Context: an optimization exercise on an open-source flow, tuned for small area. The choices shown serve that exercise and are no tape-out recipe. Only simulation tests tie the RTL to the original design; equivalence was not proved.

Design ex_stage, start of the top module:
module ex_stage (
	input  logic                                      clock,
	input  logic                                      reset,
	input  logic [2-1:0]                 issue_valid,
	input  logic [2*2-1:0]               issue_unit,
	input  logic [2*3-1:0]               issue_op,
	input  logic [2*32-1:0]        issue_a,
	input  logic [2*32-1:0]        issue_b,
	input  logic [2*5-1:0]    issue_rob,
	input  logic [2*6-1:0]     issue_pr,
	output logic [2-1:0]              complete_valid,
	output logic [2*5-1:0] complete_rob,
	output logic [2*6-1:0]  complete_pr,
	output logic [2*32-1:0]     complete_value,
	output logic [3-1:0]                    unit_busy
);
	localparam int W = 5 + 6 + 32;
	logic [1:0] hit0, hit1, hitm;
	always_comb begin
		for (int w = 0; w < 2; w++) begin
			hit0[w] = issue_valid[w] && (issue_unit[w*2 +: 2] == ex_pkg::UNIT_ALU0);
			hit1[w] = issue_valid[w] && (issue_unit[w*2 +: 2] == ex_pkg::UNIT_ALU1);
			hitm[w] = issue_valid[w] && (issue_unit[w*2 +: 2] == ex_pkg::UNIT_MULT);
		end
	end
	logic [W-1:0] way_res [2];
	for (genvar w = 0; w < 2; w++) begin : g_way
		ex_pkg::xlen_t y;
		exec_alu alu_i (
			.op(issue_op[w*3 +: 3]),
			.a(issue_a[w*32 +: 32]),
			.b(issue_b[w*32 +: 32]),
			.y(y)
		);
		assign way_res[w] = {issue_rob[w*5 +: 5],
			issue_pr[w*6 +: 6], y};
	end
	logic         alu0_valid, alu1_valid, alu1_grant;
	logic [W-1:0] alu0_res, alu1_res;
	always_ff @(posedge clock) begin
		if (reset)
			alu0_valid <= 1'b0;
		else
			alu0_valid <= |hit0;
	end
	logic [W-1:0] alu0_res_n, alu1_res_n;
	always_ff @(posedge clock)
		alu0_res_n <= ~(hit0[1] ? way_res[1] : way_res[0]);
	assign alu0_res = ~alu0_res_n;
	always_ff @(posedge clock) begin
		if (reset)
			alu1_valid <= 1'b0;
		else
			alu1_valid <= (|hit1) || (alu1_valid && !alu1_grant);
	end
	always_ff @(posedge clock)
		alu1_res_n <= ~(({W{hit1[0]}} & way_res[0]) | ({W{hit1[1]}} & way_res[1])
			| ({W{!(|hit1)}} & alu1_res));
	assign alu1_res = ~alu1_res_n;
	logic             mult_valid, mult_busy;
	ex_pkg::xlen_t    mult_value;
	ex_pkg::rob_idx_t mult_rob;
	ex_pkg::pr_idx_t  mult_pr;
	exec_mult mult_i (
		.clock(clock), .reset(reset),
		.hit(hitm),
		.way_a(issue_a),
  ...
Size in the first run: about 1,900 cells after synthesis, roughly 280 flip-flops.
==> flow/config.mk <==
export PLATFORM = sky130hd
export DESIGN_NAME = ex_stage
export DESIGN_NICKNAME = ex_stage
export VERILOG_FILES = /design/flow/design.v
export SDC_FILE = /design/flow/constraint.sdc
export NUM_CORES = 4
export LEC_CHECK = 0
export ABC_AREA = 1
export CAP_MARGIN = 20
export CORE_MARGIN = 2
export CORE_UTILIZATION = 75
export CTS_BUF_LIST = sky130_fd_sc_hd__clkbuf_8
export CTS_CLUSTER_DIAMETER = 60
export CTS_CLUSTER_SIZE = 16
export SLEW_MARGIN = 20
==> flow/constraint.sdc <==
create_clock -name core_clock -period 7.0 [get_ports {clock}]
set_input_delay 1.4000 -clock core_clock [delete_from_list [all_inputs] [get_ports {clock}]]
set_output_delay 1.4000 -clock core_clock [all_outputs]
set_load 0.01 [all_outputs]
standard.sh (not shown) runs the stock make flow with config.mk's settings and CLKGATE_MAP_FILE= SYNTH_SCRIPT=/design/flow/synth_recipe.tcl, a recipe that flattens the netlist after the stock synthesis.
==> flow/flow/run.sh <==
#!/bin/bash
# Standard layout with three changes, none of which touches the registers:
#  - synthesis skips the generic abc -fast pass inside yosys synth (SYNTH_ARGS=-noabc),
#    so the full-adder extraction sees the RTL's own adder structure;
#  - the final ABC mapping (ABC_AREA=1) uses flow/abc_area.script, an &nf area mapping;
#  - the port buffers are plain buf_1 cells.
# Each make run writes its full output to a log file in this folder; ORFS keeps
# every tool's own log under orfs/logs.
set -euo pipefail
export BUFFER_PORTS_ARGS="-buffer_cell sky130_fd_sc_hd__buf_1"
rm -rf scripts_area
cp -r "$FLOW_HOME/scripts" scripts_area
cp flow/abc_area.script scripts_area/abc_area.script
SCRIPTS_DIR="$PWD/scripts_area" SYNTH_ARGS=-noabc bash standard.sh synth > synth_make.log 2>&1
bash standard.sh > standard_make.log 2>&1
==> flow/flow/abc_area.script <==
&get -n
&st
&dch -f
&nf
&put
buffer -c
topo
stime -c
upsize -c
dnsize -c
==> next run, changes <==
==> flow/flow/run.sh (replaced) <==
#!/bin/bash
# standard layout, with plain buf_1 cells as the port buffers
set -euo pipefail
export BUFFER_PORTS_ARGS="-buffer_cell sky130_fd_sc_hd__buf_1"
bash standard.sh > standard_make.log 2>&1
- CORE_UTILIZATION: 75 -> 60
removed: flow/flow/abc_area.script
Effect: The changed run completed with no timing, DRC or antenna violations. Setup slack improved by 200 ps. Hold slack loses 30 ps. Register-to-register slack is better by 200 ps. Wire length is higher by about 7.5%. Cell count came out higher by 23%. Clock skew hardly moves. Die area is higher by 32%. Cell area rose by 6.4%.
==> next run, changes <==
==> flow/flow/run.sh (replaced) <==
#!/bin/bash
# Standard layout with three changes, none of which touches the registers:
#  - synthesis skips the generic abc -fast pass inside yosys synth (SYNTH_ARGS=-noabc),
#    so the full-adder extraction sees the RTL's own adder structure;
#  - the final ABC mapping (ABC_AREA=1) uses flow/abc_area.script, an &nf area mapping;
#  - the port buffers are plain buf_1 cells.
# Each make run writes its full output to a log file in this folder; ORFS keeps
# every tool's own log under orfs/logs.
set -euo pipefail
export BUFFER_PORTS_ARGS="-buffer_cell sky130_fd_sc_hd__buf_1"
rm -rf scripts_area
cp -r "$FLOW_HOME/scripts" scripts_area
cp flow/abc_area.script scripts_area/abc_area.script
SCRIPTS_DIR="$PWD/scripts_area" SYNTH_ARGS=-noabc bash standard.sh synth > synth_make.log 2>&1
bash standard.sh > standard_make.log 2>&1
==> flow/flow/abc_area.script (new file) <==
&get -n
&st
&dch -f
&nf
&put
buffer -c
topo
stime -c
upsize -c
dnsize -c
- CAP_MARGIN: 20 -> 0
- GPL_ROUTABILITY_DRIVEN: default -> 0
- GPL_TIMING_DRIVEN: default -> 0
- SLEW_MARGIN: 20 -> 0
What happened: The new run went through all stages and came out clean; worst setup slack gets worse by 120 ps; global-route usage decreases by 0.50 points; clock skew increases by 35 ps; clock-buffer cell count decreases by 2; maximum frequency decreases by 1.8%; die area decreases by 5.8%; final area decreases by 3.5%; worst hold slack gets better by 24 ps; routed wire length decreases by 5.9%.
==> next run, changes <==
==> flow/flow/run.sh (replaced) <==
#!/bin/bash
# standard layout, with plain buf_1 cells as the port buffers
set -euo pipefail
export BUFFER_PORTS_ARGS="-buffer_cell sky130_fd_sc_hd__buf_1"
bash standard.sh > standard_make.log 2>&1
- CAP_MARGIN: 0 -> 20
- CTS_BUF_LIST: sky130_fd_sc_hd__clkbuf_8 -> sky130_fd_sc_hd__clkbuf_4
- CTS_CLUSTER_DIAMETER: 60 -> default
- CTS_CLUSTER_SIZE: 16 -> default
- GPL_ROUTABILITY_DRIVEN: 0 -> default
- GPL_TIMING_DRIVEN: 0 -> default
- SLEW_MARGIN: 0 -> 20
removed: flow/flow/abc_area.script
After rerunning:
- The new run ran to the end with no violations
- global-route usage came out higher by 1.3 points
- design area came out higher by a few percent
- count of clock-buffer cells in the layout came out higher by 83

## what the ideal ports hide
The flow's constraints put no driver on any port. The routed layouts listed below were extracted and timed again, unchanged, in two steps.
Step 1 (the two cells are an assumption about what drives the block):
set clk [get_ports {clock}]
set_driving_cell -lib_cell sky130_fd_sc_hd__clkbuf_16 $clk
set_driving_cell -lib_cell sky130_fd_sc_hd__buf_2 [delete_from_list [all_inputs] $clk]
Step 2 moves the port delays by t, midway between the first and last clock arrival at a register: inputs arrive t later, outputs are due t later. That takes back most of the time a late clock gives input paths.
Three values: ideal ports, drivers, drivers and shift; two values: the first two.
run | t (ns) | setup slack, ns | clock arrival spread, ns | worst register clock-pin slew, ns
the first run | 0.645 | 0.148 / 0.148 / 0.090 | 0.023 / 0.024 | 0.11 / 0.11
the second run | 0.656 | 0.349 / 0.349 / 0.349 | 0.030 / 0.030 | 0.10 / 0.10
the third run | 0.663 | 0.224 / 0.224 / -0.425 | 0.060 / 0.060 | 0.11 / 0.11
the fourth run | 0.799 | 0.315 / 0.315 / 0.315 | 0.066 / 0.066 | 0.08 / 0.08
With both steps, setup timing fails in the third run, where it was met with ideal ports. The setup slack of the third run, which loses most, moves by 0.000 ns with the drivers and by -0.649 ns with both steps.
